This is an optimization exercise on Yosys and OpenROAD, whose aim is small area, not a production implementation. The RTL was checked by simulation tests, not by an equivalence proof against the original design. No activity file was given, so power comes from the tool's default toggle rates.

**flow/flow/run.sh**
```bash
#!/bin/bash
# Standard ORFS layout (the standard.sh, standard synthesis), with these changes:
#  - global placement is not timing driven, and the buffers Yosys/ABC inserted are
#    removed at floorplan instead (REMOVE_ABC_BUFFERS);
#  - every input and output port still gets its own buffer, a buf_2;
#  - clock tree: no dummy loads; clustering as in config.mk.
set -euo pipefail
bash standard.sh synth > synth_make.log 2>&1
bash standard.sh \
  GPL_TIMING_DRIVEN=0 REMOVE_ABC_BUFFERS=1 \
  "BUFFER_PORTS_ARGS=-buffer_cell sky130_fd_sc_hd__buf_2" \
  "CTS_ARGS=-sink_clustering_enable -repair_clock_nets -sink_clustering_size 20 -sink_clustering_max_diameter 80 -dont_use_dummy_load" \
  finish > layout_make.log 2>&1
```
**flow/standard.sh**
```bash
#!/bin/bash
# synth_recipe.tcl (not shown) runs the flow's synth.tcl, then flattens the netlist and writes it again
# the make line also repeats each setting of config.mk as NAME=value (left out here)
make -C /OpenROAD-flow-scripts/flow DESIGN_CONFIG=/design/flow/config.mk WORK_HOME=/design/flow/orfs CLKGATE_MAP_FILE= SYNTH_SCRIPT=/design/flow/synth_recipe.tcl "${@:-finish}"
```
**flow/config.mk**
```make
export PLATFORM = sky130hd
export DESIGN_NAME = pifo_multi_port_core
export DESIGN_NICKNAME = pifo_multi_port_core
export VERILOG_FILES = /design/flow/design.v
export SDC_FILE = /design/flow/constraint.sdc
export NUM_CORES = 4
export LEC_CHECK = 0
export CAP_MARGIN = 20
export CORE_MARGIN = 2
export CORE_UTILIZATION = 50
export CTS_CLUSTER_DIAMETER = 80
export CTS_CLUSTER_SIZE = 20
export PLACE_DENSITY = 0.65
export SETUP_SLACK_MARGIN = 0.3
export SLEW_MARGIN = 20
export SYNTH_HIERARCHICAL = 1
export SYNTH_MINIMUM_KEEP_SIZE = 0
```
**flow/constraint.sdc**
```tcl
create_clock -name core_clock -period 5.0 [get_ports {axis_aclk}]
set_input_delay 1.0000 -clock core_clock [delete_from_list [all_inputs] [get_ports {axis_aclk}]]
set_output_delay 1.0000 -clock core_clock [all_outputs]
set_load 0.01 [all_outputs]
```
**flow/design.v**
```verilog
package pifo_multi_port_core_pkg;
  localparam int unsigned POLICY_TAIL_DROP = 0;
  localparam int unsigned POLICY_PUSH_OUT  = 1;
  localparam int unsigned DEF_RANK_WIDTH = 19;
  localparam int unsigned DEF_PTR_WIDTH  = 12;
endpackage
import pifo_multi_port_core_pkg::*;
module pifo_g (
  input  logic v, le,
  output logic g, ng
);
  assign ng = ~(v & le);
  assign g  = ~ng;
endmodule
module pifo_ctl #(
  parameter int unsigned POS = 1
) (
  input  logic a, b, c,
  input  logic g_p, g_c, g_n,
  input  logic ng_p, ng_c, ng_n,
  output logic ns_h, ns_n, ns_p, ns_w
);
  if (POS == 0) begin : g_first
    assign ns_h = c | a | (b & ng_c);
    assign ns_n = ~(c | (a & g_n));
    assign ns_p = 1'b1;
    assign ns_w = ~((a & ng_n) | (b & ng_c));
  end else if (POS == 2) begin : g_last
    assign ns_h = (a & g_c) | (b & ng_c);
    assign ns_n = 1'b1;
    assign ns_p = ~(b & ng_p);
    assign ns_w = ~((a & g_c) | (b & g_p & ng_c));
  end else begin : g_mid
    assign ns_h = c | (a & g_c) | (b & ng_c);
    assign ns_n = ~(c | (a & g_n));
    assign ns_p = ~(b & ng_p);
    assign ns_w = ~((a & g_c & ng_n) | (b & g_p & ng_c));
  end
endmodule
module pifo_sel4 (
  input  logic ns_h, ns_n, ns_p, ns_w,
  input  logic x_h, x_n, x_p, x_w,
  output logic y
);
  assign y = (ns_h | x_h) & (ns_n | x_n) & (ns_p | x_p) & (ns_w | x_w);
endmodule
module pifo_sel3 (
  input  logic ns_a, ns_b, ns_c,
  input  logic x_a, x_b, x_c,
  output logic y
);
  assign y = (ns_a | x_a) & (ns_b | x_b) & (ns_c | x_c);
endmodule
module pifo_le #(
  parameter int unsigned W = 19
) (
  input  logic [W-1:0] a,
  input  logic [W-1:0] nb,
  output logic         le
);
  logic gt;
  always_comb begin
    gt = 1'b0;
    for (int k = 0; k < W; k++)
      gt = (a[k] & nb[k]) | ((a[k] | nb[k]) & gt);
  end
  assign le = ~gt;
endmodule
module pifo_sorted_array
#(
  parameter int unsigned DEPTH       = 16,
  parameter int unsigned RANK_WIDTH  = 19,
  parameter int unsigned PTR_WIDTH   = 12,
  parameter int unsigned CNT_W       = $clog2(DEPTH + 1)
) (
  input  logic                  clk,
  input  logic                  rst,
  input  logic                  i_push,
  input  logic                  i_pop,
  input  logic [RANK_WIDTH-1:0] i_rank,
  input  logic [RANK_WIDTH-1:0] i_rank_n,    
  input  logic [PTR_WIDTH-1:0]  i_ptr,
  output logic                  o_head_valid,
  output logic [RANK_WIDTH-1:0] o_head_rank,
  output logic [PTR_WIDTH-1:0]  o_head_ptr,
  output logic [CNT_W-1:0]      o_occupancy,
  output logic                  o_drop_c
);
  localparam int unsigned EW = RANK_WIDTH + PTR_WIDTH;
  logic [CNT_W-1:0]            r_cnt;
  logic [DEPTH-1:0][EW-1:0]    r_ent;    
  logic [DEPTH-1:0][EW-1:0]    w_ent;
  logic [DEPTH-1:0]            w_valid, w_le, w_g, w_ng;
  logic                        w_pop, w_ins, w_full, w_up, w_dn;
  logic [DEPTH-1:0]            w_nh, w_nn, w_np, w_nw;
  logic [EW-1:0]               w_new;
  logic [CNT_W-1:0]            w_cnt_n;
  always_comb begin
    for (int i = 0; i < DEPTH; i++) begin
      logic gt;
      gt = 1'b0;
      for (int k = 0; k < CNT_W; k++)
        gt = ((i >> k) & 1) ? (r_cnt[k] & gt) : (r_cnt[k] | gt);
      w_valid[i] = gt;
    end
  end
  for (genvar i = 0; i < DEPTH; i++) begin : g_cmp
    pifo_le #(.W(RANK_WIDTH)) u_le (
      .a(r_ent[i][EW-1 -: RANK_WIDTH]), .nb(i_rank_n), .le(w_le[i])
    );
  end
  always_comb begin
    w_full = w_valid[DEPTH-1];
    w_pop  = i_pop & w_valid[0];
    w_ins  = i_push & (~w_full | w_pop);
    o_drop_c = i_push & w_full & ~w_pop;
    w_new  = {i_rank, i_ptr};
  end
  logic w_a, w_b, w_c;
  assign w_a = w_ins & w_pop;       
  assign w_b = w_ins & ~w_pop;      
  assign w_c = w_pop & ~w_ins;      
  for (genvar i = 0; i < DEPTH; i++) begin : g_gv
    pifo_g u_g (.v(w_valid[i]), .le(w_le[i]), .g(w_g[i]), .ng(w_ng[i]));
  end
  for (genvar i = 0; i < DEPTH; i++) begin : g_sel
    pifo_ctl #(.POS((i == 0) ? 0 : (i == DEPTH-1) ? 2 : 1)) u_ctl (
      .a(w_a), .b(w_b), .c(w_c),
      .g_p(w_g[(i == 0) ? 0 : i-1]), .g_c(w_g[i]), .g_n(w_g[(i == DEPTH-1) ? i : i+1]),
      .ng_p(w_ng[(i == 0) ? 0 : i-1]), .ng_c(w_ng[i]), .ng_n(w_ng[(i == DEPTH-1) ? i : i+1]),
      .ns_h(w_nh[i]), .ns_n(w_nn[i]), .ns_p(w_np[i]), .ns_w(w_nw[i])
    );
  end
  for (genvar i = 0; i < DEPTH; i++) begin : g_ent
    for (genvar b = 0; b < EW; b++) begin : g_bit
      if (i == 0) begin : g_first
        pifo_sel3 u_sel (
          .ns_a(w_nh[i]), .ns_b(w_nn[i]), .ns_c(w_nw[i]),
          .x_a(r_ent[i][b]), .x_b(r_ent[i+1][b]), .x_c(w_new[b]),
          .y(w_ent[i][b])
        );
      end else if (i == DEPTH-1) begin : g_last
        pifo_sel3 u_sel (
          .ns_a(w_nh[i]), .ns_b(w_np[i]), .ns_c(w_nw[i]),
          .x_a(r_ent[i][b]), .x_b(r_ent[i-1][b]), .x_c(w_new[b]),
          .y(w_ent[i][b])
        );
      end else begin : g_mid
        pifo_sel4 u_sel (
          .ns_h(w_nh[i]), .ns_n(w_nn[i]), .ns_p(w_np[i]), .ns_w(w_nw[i]),
          .x_h(r_ent[i][b]), .x_n(r_ent[i+1][b]), .x_p(r_ent[i-1][b]), .x_w(w_new[b]),
          .y(w_ent[i][b])
        );
      end
    end
  end
  always_ff @(posedge clk) r_ent <= w_ent;
  always_comb begin
    logic carry, borrow;
    w_up  = w_ins & ~w_pop;
    w_dn  = w_pop & ~w_ins;
    carry = 1'b1;
    borrow = 1'b1;
    for (int k = 0; k < CNT_W; k++) begin
      w_cnt_n[k] = r_cnt[k] ^ ((w_up & carry) | (w_dn & borrow));
      carry  = carry & r_cnt[k];
      borrow = borrow & ~r_cnt[k];
    end
  end
  always_ff @(posedge clk or posedge rst) begin
    if (rst) r_cnt <= '0;
    else     r_cnt <= w_cnt_n;
  end
  assign o_head_valid = w_valid[0];
  assign o_head_rank  = r_ent[0][EW-1 -: RANK_WIDTH];
  assign o_head_ptr   = r_ent[0][PTR_WIDTH-1:0];
  assign o_occupancy  = r_cnt;
endmodule
import pifo_multi_port_core_pkg::*;
module pifo_multi_port_core
#(
  parameter int unsigned NUM_PORTS   = 5,
  parameter int unsigned DEPTH       = 16,
  parameter int unsigned RANK_WIDTH  = 19,
  parameter int unsigned PTR_WIDTH   = 12,
  parameter int unsigned FULL_POLICY = POLICY_TAIL_DROP,
  parameter int unsigned PORT_W      = $clog2(NUM_PORTS),
  parameter int unsigned CNT_W       = $clog2(DEPTH + 1)
) (
  input  logic                            axis_aclk,
  input  logic                            axis_reset,
  input  logic                            push_en,
  input  logic [PORT_W-1:0]               push_port,
  input  logic [RANK_WIDTH-1:0]           push_rank,
  input  logic [PTR_WIDTH-1:0]            push_ptr,
  input  logic [NUM_PORTS-1:0]            pop_req,
  output logic [NUM_PORTS-1:0]            head_valid,
  output logic [NUM_PORTS*RANK_WIDTH-1:0] head_rank,
  output logic [NUM_PORTS*PTR_WIDTH-1:0]  head_ptr,
  output logic [NUM_PORTS*CNT_W-1:0]      occupancy,
  output logic                            drop_valid,
  output logic [PTR_WIDTH-1:0]            drop_ptr,
  output logic [31:0]                     drop_count
);
  logic [NUM_PORTS-1:0] w_port_drop;
  logic [RANK_WIDTH-1:0] w_rank_n;
  assign w_rank_n = ~push_rank;
  logic                 w_drop;
  logic                 r_drop_valid;
  logic [PTR_WIDTH-1:0] r_drop_ptr;
  logic [31:0]          r_drop_count;
  for (genvar p = 0; p < NUM_PORTS; p++) begin : g_port
    logic w_push;
    assign w_push = push_en && (push_port == PORT_W'(p));
    pifo_sorted_array #(
      .DEPTH(DEPTH), .RANK_WIDTH(RANK_WIDTH), .PTR_WIDTH(PTR_WIDTH), .CNT_W(CNT_W)
    ) u_array (
      .clk(axis_aclk), .rst(axis_reset),
      .i_push(w_push), .i_pop(pop_req[p]),
      .i_rank(push_rank), .i_rank_n(w_rank_n), .i_ptr(push_ptr),
      .o_head_valid(head_valid[p]),
      .o_head_rank(head_rank[p*RANK_WIDTH +: RANK_WIDTH]),
      .o_head_ptr(head_ptr[p*PTR_WIDTH +: PTR_WIDTH]),
      .o_occupancy(occupancy[p*CNT_W +: CNT_W]),
      .o_drop_c(w_port_drop[p])
    );
  end
  assign w_drop = (push_en && (32'(push_port) >= NUM_PORTS)) || (|w_port_drop);
  always_ff @(posedge axis_aclk or posedge axis_reset) begin
    if (axis_reset) begin
      r_drop_valid <= 1'b0;
      r_drop_count <= '0;
    end else begin
      r_drop_valid <= w_drop;
      if (w_drop && (r_drop_count != 32'hFFFF_FFFF)) r_drop_count <= r_drop_count + 32'd1;
    end
  end
  always_ff @(posedge axis_aclk) r_drop_ptr <= push_ptr;
  assign drop_valid = r_drop_valid;
  assign drop_ptr   = r_drop_ptr;
  assign drop_count = r_drop_count;
endmodule
```
==> flow_metrics.tcl, run 1 <==
set metrics [dict create \
    worstReg2RegStart "g_port[3].u_array.r_cnt[4]$_DFF_PP0_" \
    drtIter0Drc 18130 \
    dieWidth_um 490.1 \
    cts_inserted_buffers 155 \
    fmax_ghz 0.2059 \
    top_layer_used "met5" \
    power_leakage_nw 44.45 \
    status "timing/DRC/antenna clean" \
    avgRoutedWirePerCell_um 26.02 \
    hold_viol_final 0 \
    start_util_pct 50.23 \
    internal-power_mw 47.67 \
    pwr-share-comb_pct 33.7 \
    cts_sinks 2550 \
    grt_pass1_vias 116800 \
    ys.warnings.count 9 \
    cts_tree "done" \
    die_y_um 490.1 \
    fin_crit_sh_pct 97.14 \
    drt-met1-wl_um 206100 \
    cts_htree_levels 4 \
    core_mm2 0.2352 \
    timing.rr.end "g_port[3].u_array.r_ent[405]$_DFF_P_" \
    dieArea_mm2 0.2402 \
    wl_met2_um 182700 \
    dpl.hpwl_um 310100 \
    setup_viol_count_final 0 \
    num_rows 178 \
    finalNetCount 14820 \
    worst_slew_pin_slew_ns 1.175 \
    grt_first_pass_wirelength_um 695700 \
    critPathRequiredTime_ns 5.76 \
    max_cap_violations 0 \
    p_switching_mw 34.99 \
    worstPathMaxFanout 65 \
    fillers 21520 \
    cp_data_arrival_time_ns 5.61 \
    io_pins 272 \
    crit_path_end_kind "flop" \
    synthesis.area_mm2 0.1181 \
    skew_ns 0.06332 \
    switching_share_pct 42.33 \
    p_per_area_mw_per_mm2 621.0 \
    reg2reg_slack_ns 0.76 \
    synth.avg_cell_area_um2 8.251 \
    track_usage_pct 35.44 \
    tns_ns 0 \
    drive_above_1_share_pct 9.194 \
    power_mw 82.67 \
    drt-total-wl_um 465800 \
    hold_path.class "in -> async" \
    grt_overflow 0 \
    wl_met3_um 60580 \
    slew_headroom_pct 21.66 \
    worstSetupPathType "in -> reg" \
    routed_via_density 7.244 \
    antenna_found_initial 4 \
    ir_drop_v 0.0004035 \
    grt_max_degree 106 \
    drtPass1Iterations 10 \
    slew_viol_final 0 \
    rsz0062_at_grt "yes" \
    syn-instance-count 14320 \
    gp_congestion 0.8972 \
    drc 0 \
    path_clk_slew_ns 0.08 \
    clock_path_buffers 3 \
    final.min_clock_period_ns 4.857 \
    cts_root_buffer "clkbuf_16" \
    worstSkewPairLatency_ns 0.84 \
    cp-start-kind "input port" \
    area_delta_synth_final_pct 12.68 \
    port-buffer-count 271 \
    clockPowerShare_pct 14.9 \
    p_seq_share_pct 51.3 \
    vias 129700 \
    reg2regPathDepth 7 \
    ant_nets 0 \
]
==> worst max-delay path: stages <==
cell       delay [ns]
buf_6            0.34
buf_16           0.40
inv_8            0.20
buf_16           0.30
buf_16           0.22
and2_4           0.28
maj3_2           0.29
a221o_1          0.35
a2111oi_2        0.23
or3_1            0.17
nand2_1          0.19
and3_2           0.34
a31oi_2          0.72
o22ai_1          0.16
nor2_1           0.12
==> cells in the final DEF (no fill, tap or decap), drive strengths merged, types with 22 or more instances in the layout <==
master / n
o22ai: 5050
nor2: 3298
o211ai: 82
xnor2: 41
a2111oi: 81
o2111ai: 80
and3: 79
clkbuf: 159
a22oi: 85
and2: 254
buf: 418
o221a: 80
a31oi: 426
nor3: 412
maj3: 80
o21a: 80
a221o: 150
nand3: 22
dfrtp: 58
nand2: 520
dfxtp: 2492
o21ai: 90
a21oi: 332
ha: 26
a222oi: 80
inv: 40
or3: 86
==> stage by stage <==
step	utilization [%]	instance area (um^2)	hold slack (ns)	std cells	worst slack, ns
CTS	56.04	131800	0.4152	17850	0.2197
global placement	51.93	122100	0.4644	17550	-9.576
global route	56.60	133100	0.4506	17900	0.1504
finish	56.60	133100	0.4616	17900	0.1431
floorplan	-	116800	0.4561	14130	-2.917
detailed placement	54.38	127900	0.4731	17690	-0.7356
==> power groups by stage <==
| stage | registers, mW | logic [mW] | clock network (mW) |
|---|---|---|---|
| floorplan | 38.1 | 19.2 | 0 |
| global placement | 41.6 | 25.1 | 0 |
| detailed placement | 42.2 | 26.7 | 0 |
| CTS | 41.7 | 26.9 | 12.5 |
| global route | 43.6 | 30.4 | 13.2 |
| finish | 42.4 | 27.9 | 12.4 |
==> worst max path at each step <==
stage	slack [ns]	from	to
after floorplan	-2.92	push_rank[6]	g_port[0].u_array.r_ent[217]$_DFF_P_
after global placement	-9.58	push_rank[10]	g_port[4].u_array.r_ent[458]$_DFF_P_
after detailed placement	-0.74	push_rank[7]	g_port[1].u_array.r_ent[70]$_DFF_P_
after CTS	0.22	push_rank[7]	g_port[1].u_array.r_ent[378]$_DFF_P_
after global routing	0.15	push_rank[3]	g_port[3].u_array.r_ent[4]$_DFF_P_
final	0.14	push_rank[12]	g_port[3].u_array.r_ent[141]$_DFF_P_
==> per-layer routing <==
| metal | up-vias | track usage, % |
|---|---|---|
| met4 | 4 | 11.95 |
| met2 | 8454 | 47.15 |
| met1 | 61560 | 55.01 |
| met5 | - | 0 |
| li1 | 58740 | - |
| met3 | 921 | 8.080 |
==> what timing repair did <==
action / 4_1_cts / 5_1_grt
resized for setup: 7 / 119
hold buffers: 0 / 0
buffers inserted: 0 / 10
cloned: 0 / 42
setup endpoints to repair: 52 / 1750
pin swaps: 0 / 5
==> sequential cells by signal, summed over array words and instances (netlist names) <==
signal / count
g_port.u_array.r_ent: 2480
g_port.u_array.r_cnt: 25
r_drop_ptr: 12
r_drop_count: 32
r_drop_valid: 1
==> area by class of cell <==
cell class                      count  area, um^2  share of cell area (%)
Multi-Input combinational cell  11580       68500                   51.46
Sequential cell                  2550       51340                   38.57
Timing Repair Buffer              422        5124                   3.849
Tap cell                         3150        3941                   2.961
Clock buffer                      155        3879                   2.914
Inverter                           42       330.3                  0.2481
Antenna cell                        4       10.01                0.007519
==> run 2: changes to the inputs <==
--- a/flow/flow/run.sh
+++ b/flow/flow/run.sh
@@ -9,5 +9,5 @@
 bash standard.sh \
   GPL_TIMING_DRIVEN=0 REMOVE_ABC_BUFFERS=1 \
   "BUFFER_PORTS_ARGS=-buffer_cell sky130_fd_sc_hd__buf_2" \
-  "CTS_ARGS=-sink_clustering_enable -repair_clock_nets -sink_clustering_size 20 -sink_clustering_max_diameter 80 -dont_use_dummy_load" \
+  "CTS_ARGS=-sink_clustering_enable -repair_clock_nets -sink_clustering_size 25 -sink_clustering_max_diameter 90 -dont_use_dummy_load" \
   finish > layout_make.log 2>&1
==> flow/config.mk (replaced) <==
export PLATFORM = sky130hd
export DESIGN_NAME = pifo_multi_port_core
export DESIGN_NICKNAME = pifo_multi_port_core
export VERILOG_FILES = /design/flow/design.v
export SDC_FILE = /design/flow/constraint.sdc
export NUM_CORES = 4
export LEC_CHECK = 0
export CAP_MARGIN = 10
export CORE_MARGIN = 2
export CORE_UTILIZATION = 50
export CTS_CLUSTER_DIAMETER = 90
export CTS_CLUSTER_SIZE = 25
export PLACE_DENSITY = 0.65
export SETUP_SLACK_MARGIN = 0.3
export SLEW_MARGIN = 10
export SYNTH_HIERARCHICAL = 1
export SYNTH_MINIMUM_KEEP_SIZE = 0
==> run 2 against run 1 <==
  * Still clean
  * Synthesized cell count is the same
  * Non-clock buffer count rose by 61
  * Sequential cell count did not move
  * Critical path depth down 1
  * Global-route usage is 0.062 points lower
  * Cell area fell by 1.1%
  * Fmax up 1.4%
  * Sequential power grew 2%
  * Clock power shrank 6%
  * Largest power group unchanged
  * Highest routed layer unchanged
==> flow_metrics.tcl, run 2 <==
set metrics [dict create \
    path_clk_slew_ns 0.10 \
    port-buffer-count 271 \
    track_usage_pct 35.38 \
    setup_viol_count_final 0 \
    dpl.hpwl_um 307800 \
    drt-met1-wl_um 205800 \
    largest_register_ff_count 2480 \
    cts_sinks 2550 \
    ant_nets 0 \
    critPathRequiredTime_ns 5.72 \
    cp_slowest_cell "a221o_2" \
    slew_headroom_pct 4.903 \
    placed_area_mm2 0.1274 \
    hold_path.class "in -> async" \
    num_rows 178 \
    worstPathMaxFanout 82 \
    worstSetupPathType "in -> reg" \
    cts_hold_buf 0 \
    max_cap_violations 0 \
    final_common_cell "o22ai_1" \
    cp_data_arrival_time_ns 5.50 \
    hold_viol_final 0 \
    grt_first_pass_wirelength_um 693900 \
    status "timing/DRC/antenna clean" \
    reg_top3 "g_port.u_array.r_ent x2480, r_drop_count x32, g_port.u_array.r_cnt x25" \
    worst_slew_pin_slew_ns 1.416 \
    skew_ns 0.04101 \
    slew_viol_final 0 \
    top_layer_used "met5" \
    post-place-ws_ns -0.7283 \
    tns_ns 0 \
    dieArea_mm2 0.2402 \
    rsz0062_at_grt "yes" \
    cts_inserted_buffers 137 \
    crit_top_cell "buf_16" \
    core_mm2 0.2352 \
    setup_ws_ns 0.2115 \
    fillers 21810 \
    power_mw 82.83 \
    syn-instance-count 14320 \
    cp_cell_sequence "buf_6 -> buf_16 -> inv_16 -> buf_16 -> clkbuf_16 -> a21oi_1 -> o221a_2 -> a31oi_1 -> a2111oi_2 -> or3_1 -> and2_1 -> a221o_2 -> o22ai_1 -> nor2_1" \
    drive_above_1_share_pct 8.946 \
    drtIter0Drc 17670 \
    finalNetCount 14830 \
    drt-total-wl_um 458500 \
    drc 0 \
    drtPass1Iterations 9 \
    regMostFlops "g_port.u_array.r_ent" \
    power_leakage_nw 44.22 \
    fin_crit_sh_pct 95.77 \
    multi_input_area_mm2 0.06712 \
    critPathMaxStageDelay_ns 0.66 \
    avgRoutedWirePerCell_um 25.59 \
    routed_via_density 7.186 \
    wl_met2_um 175100 \
    cts_tree "done" \
    grt_max_degree 143 \
    area_delta_synth_final_pct 11.43 \
    antenna_found_initial 5 \
    dieWidth_um 490.1 \
    worstSkewPairLatency_ns 0.83 \
    synth.avg_cell_area_um2 8.251 \
    grt_pass1_vias 117100 \
    ir_drop_v 0.0003496 \
    crit_path_end_kind "flop" \
    clock_path_buffers 3 \
    wl_met3_um 59630 \
    final.min_clock_period_ns 4.789 \
    cts_htree_levels 4 \
    cts_root_buffer "clkbuf_16" \
    grt_overflow 0 \
    start_util_pct 50.23 \
    synthesis.area_mm2 0.1181 \
    fin_area_mm2 0.1317 \
    fmax_ghz 0.2088 \
    layout_common_cells "o22ai_1 (5,050), nor2_1 (3,298), dfxtp_1 (2,492)" \
    regArea_mm2 0.05134 \
    die_y_um 490.1 \
    gp_congestion 0.8972 \
    ys.warnings.count 9 \
    io_pins 272 \
    p_per_area_mw_per_mm2 629.1 \
    cp-start-kind "input port" \
    vias 128700 \
]
==> run 2: worst paths after layout <==
check                                                      from                                   end  slack, ns  cells after the start
hold / removal                                       axis_reset  g_port[1].u_array.r_cnt[3]$_DFF_PP0_       0.48                      2
setup / recovery                                   push_rank[7]   g_port[1].u_array.r_ent[89]$_DFF_P_       0.21                     14
max in group asynchronous                            axis_reset           r_drop_count[6]$_DFFE_PP0P_       3.83                      2
setup reg to reg           g_port[1].u_array.r_cnt[4]$_DFF_PP0_  g_port[1].u_array.r_ent[295]$_DFF_P_       0.72                      8
min in group core_clock    g_port[1].u_array.r_ent[471]$_DFF_P_  g_port[1].u_array.r_ent[471]$_DFF_P_       0.48                      2
hold reg to reg            g_port[1].u_array.r_ent[471]$_DFF_P_  g_port[1].u_array.r_ent[471]$_DFF_P_       0.48                      2
==> run 2: power by group <==
part / leakage (nW) / switching [mW] / internal [mW] / total [mW]
clock: 1.69 / 6.66 / 4.90 / 11.6
combinational: 21.0 / 15.3 / 12.8 / 28.1
sequential: 21.5 / 13.2 / 30.0 / 43.2
==> run 2: layout make-up <==
type | count | share of cell area, %
diodes | 7 | 0.01331
clock buffers | 137 | 2.604
inverters | 42 | 0.2443
multi-input cells | 11540 | 50.99
flip-flops and latches | 2550 | 39.00
well taps | 3150 | 2.994
repair buffers | 483 | 4.161
==> run 2: through the flow <==
| step | std cells | hold WS, ns | util (%) |
|---|---|---|---|
| after floorplan | 14130 | 0.4561 | - |
| after global placement | 17550 | 0.4644 | 51.93 |
| after detailed placement | 17750 | 0.4733 | 54.16 |
| after CTS | 17890 | 0.4157 | 55.63 |
| after global routing | 17910 | 0.4649 | 55.97 |
| final | 17910 | 0.4818 | 55.98 |
==> run 2: layer usage <==
metal	GRT usage, %	vias up
li1	-	58710
met1	54.64	61040
met2	46.57	8116
met3	8.271	855
met4	13.36	2
met5	0	-
==> run 2: repair_timing <==
item | CTS | global route
resized for setup | 18 | 110
buffers inserted | 0 | 11
setup endpoints to repair | 187 | 1958
pin swaps | 0 | 2
gates cloned | 0 | 8
==> run 2: worst max-delay path: cells and delay by family <==
kind	cells	cell delay, ns
AND/OR/NAND/NOR	3	0.75
buffers and inverters	5	1.53
AO/OA/AOI/OAI	6	1.87

==> static timing again, ports no longer ideal <==
The results above use ideal ports. As a check the final layouts listed here were re-extracted and re-timed, cells and wires unchanged. Step 1 (the two cells are an assumption about what drives the block):
set clk [get_ports {axis_aclk}]
set_driving_cell -lib_cell sky130_fd_sc_hd__clkbuf_16 $clk
set_driving_cell -lib_cell sky130_fd_sc_hd__buf_2 [delete_from_list [all_inputs] $clk]
Step 2 also shifts input and output timing later by t, the mid clock arrival at the registers, as if the neighbouring blocks saw the same clock. Three values: no drivers, after step 1, after step 2; two values: the first two.
run | t (ns) | setup WS [ns] | hold WS [ns] | cell pins on the clock port's net
run 1 | 0.905 | 0.143 / 0.194 / -0.711 | 0.462 / 0.384 / 0.488 | 1
run 2 | 0.913 | 0.211 / 0.235 / -0.678 | 0.482 / 0.408 / 0.482 | 1
With both steps, setup timing fails in run 1 and run 2, where it was met with ideal ports. The setup slack of run 2, which loses most, moves by +0.024 ns with the drivers and by -0.889 ns with both steps.
